This is an optimization exercise on Yosys and OpenROAD, whose aim is small area, a short achievable clock period and few clock cycles per item, not a production implementation.
At most, simulation tests tie the RTL to the original design; equivalence was not proved.
The RTL of run 2 was laid out without a check of its function.
Power figures rest on the tool's default switching activity, not on a simulated workload.

===== flow/design.v =====
module mc_mem_bit (
  input  logic clk,
  input  logic sel,
  input  logic keep,
  input  logic d,
  output logic q
);
  always_ff @(posedge clk)
    q <= (q | sel) & (d | keep);
endmodule
module mc_mem_aoi8 (
  input  logic [7:0] s,
  input  logic [7:0] d,
  output logic       y
);
  assign y = |(s & d);
endmodule
module mc_mem_nor2 (
  input  logic [1:0] a,
  output logic       y
);
  assign y = !(|a);
endmodule
module mc_mem_nand4 (
  input  logic [3:0] a,
  output logic       y
);
  assign y = !(&a);
endmodule
module mc_mem_nand3 (
  input  logic [2:0] a,
  output logic       y
);
  assign y = !(&a);
endmodule
module mc_mem_inv (
  input  logic a,
  output logic y
);
  assign y = !a;
endmodule
module mc_mem_dec (
  input  logic [5:0]  idx,
  output logic [63:0] dec
);
  logic [5:0] idx_n;
  logic [7:0] lo_n, hi_n;
  for (genvar i = 0; i < 6; i++) begin : g_inv
    mc_mem_inv u (.a(idx[i]), .y(idx_n[i]));
  end
  for (genvar v = 0; v < 8; v++) begin : g_pre
    mc_mem_nand3 u_lo (
      .a({v[2] ? idx[2] : idx_n[2], v[1] ? idx[1] : idx_n[1], v[0] ? idx[0] : idx_n[0]}),
      .y(lo_n[v])
    );
    mc_mem_nand3 u_hi (
      .a({v[2] ? idx[5] : idx_n[5], v[1] ? idx[4] : idx_n[4], v[0] ? idx[3] : idx_n[3]}),
      .y(hi_n[v])
    );
  end
  for (genvar r = 0; r < 64; r++) begin : g_dec
    mc_mem_nor2 u (.a({hi_n[r/8], lo_n[r%8]}), .y(dec[r]));
  end
endmodule
module mc_mem_rdbit (
  input  logic [63:0] sel,
  input  logic [63:0] d,
  output logic        y
);
  logic [7:0] p1;    
  logic [3:0] n2;    
  for (genvar i = 0; i < 8; i++) begin : g_l1
    mc_mem_aoi8 u (.s(sel[8*i +: 8]), .d(d[8*i +: 8]), .y(p1[i]));
  end
  for (genvar i = 0; i < 4; i++) begin : g_l2
    mc_mem_nor2 u (.a(p1[2*i +: 2]), .y(n2[i]));
  end
  mc_mem_nand4 u_l3 (.a(n2), .y(y));
endmodule
module mc_mem_responder #(
  parameter int unsigned ADDR_WIDTH = 6,
  parameter int unsigned LATENCY    = 2
) (
  input  logic        clk,
  input  logic        reset,
  input  logic        req,
  input  logic        we,
  input  logic [31:0] addr,
  input  logic [31:0] wdata,
  output logic [31:0] rdata,
  output logic        ack,
  output logic        err,
  output logic        busy
);
  localparam int WORDS = 2**ADDR_WIDTH;
  logic [31:0]           mem [WORDS];
  logic [ADDR_WIDTH-1:0] idx;
  logic                  misal;
  logic                  wr;
  logic [WORDS-1:0]      dec;
  logic unused_addr_hi;
  assign unused_addr_hi = ^addr[31:ADDR_WIDTH+2];
  assign idx   = addr[ADDR_WIDTH+1:2];
  assign misal = |addr[1:0];
  assign wr    = reset && req && we && !misal;
  assign ack   = req && reset;
  assign busy  = req && reset;
  assign err   = misal;
  mc_mem_dec u_dec (
    .idx(idx),
    .dec(dec)
  );
  for (genvar b = 0; b < 32; b++) begin : g_rd
    logic [WORDS-1:0] col;
    for (genvar r = 0; r < WORDS; r++) begin : g_col
      assign col[r] = mem[r][b];
    end
    mc_mem_rdbit u_rd (
      .sel(dec),
      .d  (col),
      .y  (rdata[b])
    );
  end
  for (genvar r = 0; r < WORDS; r++) begin : g_word
    logic sel;
    assign sel = wr && dec[r];
    for (genvar b = 0; b < 32; b++) begin : g_bit
      mc_mem_bit u_bit (
        .clk (clk),
        .sel (sel),
        .keep(!sel),
        .d   (wdata[b]),
        .q   (mem[r][b])
      );
    end
  end
endmodule

===== flow/constraint.sdc =====
create_clock -name core_clock -period 5.0 [get_ports {clk}]
set_input_delay 1.0000 -clock core_clock [delete_from_list [all_inputs] [get_ports {clk}]]
set_output_delay 1.0000 -clock core_clock [all_outputs]
set_load 0.01 [all_outputs]

===== flow/config.mk =====
export PLATFORM = sky130hd
export DESIGN_NAME = mc_mem_responder
export DESIGN_NICKNAME = mc_mem_responder
export VERILOG_FILES = /design/flow/design.v
export SDC_FILE = /design/flow/constraint.sdc
export NUM_CORES = 4
export LEC_CHECK = 0
export CAP_MARGIN = 20
export CORE_MARGIN = 2
export CORE_UTILIZATION = 60
export CTS_CLUSTER_DIAMETER = 90
export CTS_CLUSTER_SIZE = 24
export SETUP_SLACK_MARGIN = 1.0
export SLEW_MARGIN = 20
export SYNTH_HIERARCHICAL = 1
export SYNTH_MINIMUM_KEEP_SIZE = 0

===== flow/run.sh =====
#!/bin/bash
# synth_recipe.tcl (not shown) runs the flow's synth.tcl, then flattens the netlist and writes it again
# the make line also repeats each setting of config.mk as NAME=value (left out here)
make -C /OpenROAD-flow-scripts/flow DESIGN_CONFIG=/design/flow/config.mk WORK_HOME=/design/flow/orfs CLKGATE_MAP_FILE= SYNTH_SCRIPT=/design/flow/synth_recipe.tcl finish

==> flow_metrics.py, run 1 <==
metrics = {
    "final_layout": {
        "drive_gt1_share_pct": 16.1,
        "stdcell_count": 8069,
        "multi_input_area_um2": 30400,
        "largest_register_ffs": 2048,
        "reg_top3": "g_word.g_bit.u_bit.q: 2048 flops",
        "syn2layout_area_growth_pct": 18.0,
        "seqCellArea_um2": 41000,
        "nFillCells": 8679,
        "largest_register": "g_word.g_bit.u_bit.q",
        "fin_nets": 6606,
    },
    "timing": {
        "setup_viol_count_final": 0,
        "period_share_pct": 82.4,
        "worst_pin_slew_ps": 1120,
        "finalHoldViolCount": 0,
        "whs_ps": 479,
        "max_freq_mhz": 243,
        "fin_worst_skew_ps": 0,
        "worst_slack_ps": 878,
        "slew_headroom_pct": 25.2,
        "drv_slew": 0,
        "rsz0062_at_grt": "yes",
        "period_minus_slack_ps": 4120,
    },
    "floorplan": {
        "rows": 125,
        "dieHeight_um": 346,
        "die_w_um": 346,
        "ios": 103,
        "initial_core_util_pct": 60.4,
        "dieArea_um2": 120000,
        "core_um2": 116000,
    },
    "detailed_routing": {
        "drt_iter0_markers": 6807,
        "drt-met1-wl_um": 99700,
        "drc": 0,
        "num_vias": 60400,
        "wl_met3_um": 24900,
        "top_layer": "met5",
        "dr.pass1.iters": 8,
        "wirelength_um": 249000,
        "post_drt_via_cell_ratio": 7.49,
        "avgRoutedWirePerCell_um": 30.8,
        "wl_met2_um": 109000,
        "ant_nets": 0,
    },
    "logic_synthesis": {
        "synth_top_area_cell": "dfxtp_1",
        "synth_area_um2": 70100,
        "synth_seq_cells": 2048,
        "synth.area.top_cells": "dfxtp_1 (58%), o22a_1 (26%), a22oi_1 (11%)",
        "yosys.cell_types.count": 16,
        "yosys_warnings": 9,
        "syn_inst": 5782,
        "seq_area_frac_synth_pct": 58.4,
        "synth.avg_cell_area_um2": 12.1,
        "synth_top_area_share_pct": 58.4,
        "synth_fp_nets": 5850,
    },
    "clock_network": {
        "cts_hold_buf": 0,
        "clock_latency_ps": 720,
        "clk_pin_slew_ps": 90,
        "cts_buffers": 95,
        "h-tree-depth": 3,
        "cts_sinks": 2048,
        "clockRootBuffer": "clkbuf_16",
        "cts_buffer_depth": 3,
        "cts_tree": "done",
    },
    "worst_hold_path": {
        "hold_class": "flip-flop to flip-flop",
    },
    "power_and_ir_drop": {
        "p_per_area_nw_per_um2": 326,
        "p_seq_share_pct": 63.1,
        "static-leakage-power_nw": 29.8,
        "pwr-share-clk_pct": 32.0,
        "combPwrFrac_pct": 4.9,
        "switchingPower_mw": 6.08,
        "p_int_mw": 20.9,
        "vdd_drop_max_mv": 0.346,
        "swShare_pct": 22.5,
    },
    "placed_design": {
        "place.gp.congestion": 0.908,
        "hpwl_um": 160000,
        "place_inst": 7926,
        "place_worst_setup_slack_ps": -301,
        "io_buffers": 78,
    },
    "critical_path": {
        "path_class": "input port to output pin",
        "critPathLaunchType": "input port",
        "cp.arrival_ps": 3120,
        "cp-end-kind": "output pin",
        "worstPathRequired_ps": 4000,
        "path_max_fanout": 20,
    },
    "grt": {
        "grt_use_total_pct": 39.8,
        "grt_max_degree": 70,
        "first_global_vias": 57300,
        "grt_pass1_wl_um": 366000,
        "grt_overflow": 0,
        "grt_antenna_before_repair": 8,
    },
    "job": {
        "drv_cap": 0,
    },
    "outcome": {
        "outcome": "finished clean",
    },
}
metal layers:
metal  vias up  track usage (%)
met1     30600             53.8
li1      26000                -
met2      3171             60.9
met5         -                0
met3       618             7.14
met4        12             21.3
modules after synthesis, one instance, submodules excluded, a selection:
module            cells  copies in the design  flip-flops and latches
mc_mem_nand3          1                    16                       0
mc_mem_nand4          1                    32                       0
mc_mem_nor2           1                   192                       0
mc_mem_bit            2                  2048                       1
mc_mem_inv            1                     6                       0
mc_mem_responder    160                     1                       0
mc_mem_aoi8           5                   256                       0
power groups by stage:
stage | Combinational (mW) | Sequential, mW | Clock, mW
3_3_place_gp | 1.20 | 17.4 | 0
2_1_floorplan | 0.554 | 17.3 | 0
4_1_cts | 1.26 | 17.0 | 8.68
6_report | 1.31 | 17.0 | 8.64
5_1_grt | 1.36 | 17.1 | 9.22
3_5_place_dp | 1.24 | 17.4 | 0
cells in the mapped netlist:
library cell / number
buf_4: 2
nor2_1: 192
inv_1: 6
nand4_1: 288
clkbuf_2: 5
buf_6: 3
or2_2: 1
buf_2: 8
clkbuf_1: 11
nand3_1: 80
dfxtp_1: 2048
and4bb_1: 1
and3_1: 64
and2_1: 1
o22a_1: 2048
a22oi_1: 1024
kinds of logic (layout without fill, tap and decap cells):
kind of cell,Yosys count,count (layout),share of synthesized area [%]
compound gates,3072,3072,36.5
buf+inv,35,797,0.253
flops,2048,2048,58.4
other cells,0,1,0
simple gates,627,627,4.77
path summary, 6_finish.rpt:
| path | from | slack, ps | to | cells past startpoint |
|---|---|---|---|---|
| max | addr[3] | 880 | rdata[17] | 13 |
| min | g_word[53].g_bit[31].u_bit.q$_DFF_P_ | 480 | g_word[53].g_bit[31].u_bit.q$_DFF_P_ | 1 |
| max reg2reg | g_word[17].g_bit[10].u_bit.q$_DFF_P_ | 4280 | g_word[17].g_bit[10].u_bit.q$_DFF_P_ | 1 |
| min reg2reg | g_word[53].g_bit[31].u_bit.q$_DFF_P_ | 480 | g_word[53].g_bit[31].u_bit.q$_DFF_P_ | 1 |
final cells by class:
cell class | count | share of cell area (%)
multi-input combinational | 3699 | 36.7
inverter | 6 | 0.0302
sequential | 2048 | 49.5
antenna | 1 | 0.00302
tap | 1524 | 2.30
clock inverter | 4 | 0.0514
clock buffer | 99 | 2.99
timing repair buffer | 688 | 8.43
per-stage QoR:
step	setup TNS, ps	util [%]	area (um^2)	power [mW]
4_1_cts	0	70.6	81900	26.9
6_report	0	71.4	82800	27.0
3_3_place_gp	-1090	67.6	78500	18.6
3_5_place_dp	-1230	67.6	78500	18.6
2_1_floorplan	0	-	70100	17.9
5_1_grt	0	71.3	82800	27.7
worst max-delay path, cell delays in order:
cell and delay, ps:
buf_6 120, buf_6 130, nand3_4 60, buf_12 180
buf_4 140, nor2_2 50, buf_12 160, a22oi_1 220
nand4_1 230, nor2_4 170, buf_6 150, nand4_1 250
buf_2 240
cells in the final DEF, fill, tap and decap left out, types with 3 or more instances in the layout:
cell and n:
and3_1 64, clkdlybuf4s50_1 7, buf_16 6, inv_2 5, nand3_1 66, nor2_1 80
a22oi_2 138, buf_4 435, clkbuf_16 110, nand3_4 5, buf_6 50, clkbuf_2 3
o22a_1 2048, buf_12 110, nand3_2 9, nand4_1 288, nor2_4 62, buf_8 7
dfxtp_1 2048, inv_6 3, nor2_2 50, a22oi_1 886, buf_2 58
timing repair:
action	in CTS	in global routing
hold endpoints to repair	0	0
buffers inserted	6	15
pin swaps	116	142
gates cloned	8	10
gates resized for setup	319	147
setup endpoints to repair	32	32
Testbench counts, summed over its fixed seeds: cycles 8,192, accesses 8,192.
==> run 2, diff against run 1 <==
--- a/flow/design.v
+++ b/flow/design.v
@@ -8,3 +8,3 @@
   always_ff @(posedge clk)
-    q <= (q | sel) & (d | keep);
+    q <= !((q | sel) & (d | keep));
 endmodule
@@ -100,2 +100,9 @@
   logic [WORDS-1:0]      dec;
+  logic                  phase;
+  logic [31:0]           wdata_x;
+  logic [31:0]           rdata_x;
+  always_ff @(posedge clk)
+    phase <= !phase;
+  assign wdata_x = wdata ^ {32{phase}};
+  assign rdata   = rdata_x ^ {32{phase}};
   logic unused_addr_hi;
@@ -120,3 +127,3 @@
       .d  (col),
-      .y  (rdata[b])
+      .y  (rdata_x[b])
     );
@@ -131,3 +138,3 @@
         .keep(!sel),
-        .d   (wdata[b]),
+        .d   (wdata_x[b]),
         .q   (mem[r][b])
==> run 2 against run 1 <==
Effect of this change: still clean; non-clock buffer count increased by 41; worst hold slack got worse by 32 ps; fmax down 3.0%; synthesized cell count is 2.5% higher; power is 1.2% lower; critical endpoint unchanged.
==> flow_metrics.py, run 2 <==
metrics = {
    "outcome": {
        "outcome": "finished clean",
    },
    "floorplan": {
        "rows": 122,
        "initial_core_util_pct": 60.2,
        "ios": 103,
        "dieArea_um2": 113000,
        "dieHeight_um": 337,
        "die_w_um": 337,
        "core_um2": 110000,
    },
    "timing": {
        "fin_setup_tns_ps": 0,
        "rsz0062_at_grt": "yes",
        "period_share_pct": 84.9,
        "whs_ps": 447,
        "worst_pin_slew_ps": 1060,
        "fin_worst_skew_ps": 14.0,
        "setup_viol_count_final": 0,
        "period_minus_slack_ps": 4250,
        "max_freq_mhz": 235,
        "worst_slack_ps": 753,
        "drv_slew": 0,
        "finalHoldViolCount": 0,
        "slew_headroom_pct": 29.5,
    },
    "final_layout": {
        "final_cell_area_um2": 80800,
        "reg_top3": "g_word.g_bit.u_bit.q: 2048 flops, phase: 1 flops",
        "fin_nets": 6776,
        "syn2layout_area_growth_pct": 21.8,
        "final_cell_mix": "o22ai_1 (2048), dfxtp_1 (2048), a22oi_1 (786)",
        "largest_register_ffs": 2048,
        "drive_gt1_share_pct": 18.2,
        "largest_register": "g_word.g_bit.u_bit.q",
        "nFillCells": 7921,
    },
    "critical_path": {
        "slowest_stage": "nand4_1",
        "critPathMaxStageDelay_ps": 260,
        "cp-end-kind": "output pin",
        "startpoint": "addr[3]",
        "path_buf_inv": 6,
        "cp.arrival_ps": 3250,
        "worstPathCellList": "buf_12 -> buf_8 -> nand3_4 -> buf_8 -> nor2_4 -> buf_12 -> a22oi_1 -> nand4_1 -> nor2_2 -> buf_6 -> nand4_1 -> xor2_1 -> buf_2",
        "path_class": "input port to output pin",
        "critPathLaunchType": "input port",
        "critical-path-top-delay-family": "buffers and inverters",
        "worstPathRequired_ps": 4000,
        "path_max_fanout": 5,
        "worstReg2RegStart": "phase$_DFF_P_",
    },
    "detailed_routing": {
        "num_vias": 61500,
        "drc": 0,
        "post_drt_via_cell_ratio": 7.50,
        "drt_iter0_markers": 7538,
        "avgRoutedWirePerCell_um": 30.4,
        "ant_nets": 0,
        "wirelength_um": 250000,
        "dr.pass1.iters": 6,
    },
    "job": {
        "drv_cap": 0,
    },
    "logic_synthesis": {
        "synth.avg_cell_area_um2": 11.2,
        "synth_top_area_share_pct": 61.8,
        "synth_compound_area_share_pct": 30.9,
        "syn_inst": 5925,
        "yosys_warnings": 9,
        "synth_area_um2": 66400,
        "synthXorXnorAreaFrac_pct": 0.845,
        "muxShareOfSynthArea_pct": 0,
        "synth_commonest_cells": "dfxtp_1 (2049), o22ai_1 (2048), a22oi_1 (1024), nand4_1 (288), nor2_1 (192)",
        "synth_adder_area_share_pct": 0,
        "synthArstFlopShare_pct": 0,
        "synth-edff-count": 0,
        "synth.area.top_cells": "dfxtp_1 (62%), o22ai_1 (19%), a22oi_1 (12%)",
        "yosysMostFrequentCell": "dfxtp_1",
        "synth_top_area_cell": "dfxtp_1",
        "synthSimpleGateAreaFrac_pct": 5.88,
        "synth_seq_cells": 2049,
        "seq_area_frac_synth_pct": 61.8,
        "synthFlopType": "dfxtp_1",
        "synth_top_family_by_area": "compound AO/OA/AOI/OAI gates",
        "synth_fp_nets": 5993,
        "yosys.cell_types.count": 20,
    },
    "grt": {
        "first_global_vias": 58500,
        "grt_pass1_wl_um": 366000,
        "grt_max_degree": 65,
        "grt_overflow": 0,
        "grt_antenna_before_repair": 8,
        "grt_use_total_pct": 42.4,
    },
    "placed_design": {
        "place_worst_setup_slack_ps": -274,
        "place.gp.congestion": 0.922,
        "placed_cell_area_um2": 75300,
        "io_buffers": 78,
        "hpwl_um": 146000,
    },
    "clock_network": {
        "clk_pin_slew_ps": 90,
        "clock_latency_ps": 730,
        "clockRootBuffer": "clkbuf_16",
        "h-tree-depth": 3,
        "cts_sinks": 2049,
        "cts_tree": "done",
        "cts_buffers": 95,
        "cts_buffer_depth": 3,
    },
    "power_and_ir_drop": {
        "vdd_drop_max_mv": 0.318,
        "p_per_area_nw_per_um2": 330,
        "power_mw": 26.7,
        "static-leakage-power_nw": 29.1,
    },
    "worst_hold_path": {
        "hp-start": "g_word[2].g_bit[8].u_bit.q$_DFF_P_",
        "hold_class": "flip-flop to flip-flop",
    },
}
## run 2: cell type report
type | instances | area (um^2) | area share, %
Sequential cell | 2049 | 41000 | 50.8
Multi-Input combinational cell | 3826 | 27300 | 33.8
Timing Repair Buffer | 729 | 8060 | 9.97
Clock buffer | 99 | 2460 | 3.04
Tap cell | 1488 | 1860 | 2.30
Clock inverter | 4 | 50.0 | 0.0619
Inverter | 7 | 31.3 | 0.0387
Antenna cell | 4 | 10.0 | 0.0124
## run 2: logic make-up (layout without fill, tap and decap cells)
family                 after synthesis  in the layout
buffers and inverters               50            839
XOR/XNOR                            64             64
AO/OA/AOI/OAI                     3072           3072
AND/OR/NAND/NOR                    690            690
other                                0              4
flip-flops                        2049           2049
## run 2: timing repair
item | CTS | global route
hold buffers | 0 | 0
gates cloned | 19 | 7
setup endpoints to repair | 32 | 32
buffers inserted | 25 | 5
pin swaps | 206 | 185
gates resized for setup | 471 | 204
## run 2: worst register-to-register path: stages, from the launching register on
cell     delay, ps
dfxtp_4        980
buf_4          680
xor2_4         870
buf_12         360
o22ai_1        130
## run 2: where the power goes
group	total (mW)	internal, mW	switching (mW)
combinational	1.18	0.454	0.728
clock	8.60	3.52	5.08
sequential	16.9	16.7	0.203
total	26.7	20.6	6.01
## run 2: final timing paths
kind,depth (start not counted),slack [ps],end
worst max-delay path,13,750,rdata[17]
worst min-delay path,1,450,g_word[2].g_bit[8].u_bit.q$_DFF_P_
worst max register to register,4,1830,g_word[56].g_bit[20].u_bit.q$_DFF_P_
worst min register to register,1,450,g_word[2].g_bit[8].u_bit.q$_DFF_P_
## run 2: stage by stage
| stage | util, % | std cells |
|---|---|---|
| after detailed placement | 68.4 | 8043 |
| after CTS | 72.3 | 8190 |
| after floorplan | - | 5925 |
| final | 73.3 | 8206 |
| after global routing | 73.3 | 8203 |
| after global placement | 68.3 | 8042 |
## run 2: per-module statistics from Yosys, one instance, submodules excluded, a selection
| module | cells | area, um^2 |
|---|---|---|
| mc_mem_aoi8 | 5 | 36.3 |
| mc_mem_bit | 2 | 26.3 |
| mc_mem_inv | 1 | 3.75 |
| mc_mem_nand3 | 1 | 5.00 |
| mc_mem_nand4 | 1 | 6.26 |
| mc_mem_nor2 | 1 | 3.75 |
| mc_mem_responder | 303 | 2230 |
## run 2: metal layers
layer  global-route usage [%]  up-vias  wire length (um)
met2                     63.2     3892            109000
met4                     25.5        4             15100
li1                         -    26600                 -
met3                     11.5      699             30400
met1                     55.0    30400             95400
met5                        0        -                30

-- static timing again, ports no longer ideal --
How much do the figures lean on ideal ports? The routed layouts below were timed once more, with nothing changed but the port constraints. Step 1: set_driving_cell puts a clkbuf_16 on clk and a buf_2 on each other input, an assumption about the parent block. Step 2 also shifts input and output timing later by t, the mid clock arrival at the registers, as if the neighbouring blocks saw the same clock. a / b / c = no drivers / after step 1 / after step 2; a / b = the first two.
run | shift t [ns] | setup WS [ns] | worst setup path after step 2 | clock arrival spread, ns | worst slew at a driven data input, ns
run 1 | 0.800 | 0.878 / 0.838 / 0.838 | input to output | 0.031 / 0.031 | 0.07
run 2 | 0.802 | 0.753 / 0.701 / 0.701 | input to output | 0.026 / 0.027 | 0.08
After both steps every run listed still meets setup and hold. The setup slack of run 2, which loses most, moves by -0.052 ns with the drivers and by -0.052 ns with both steps.
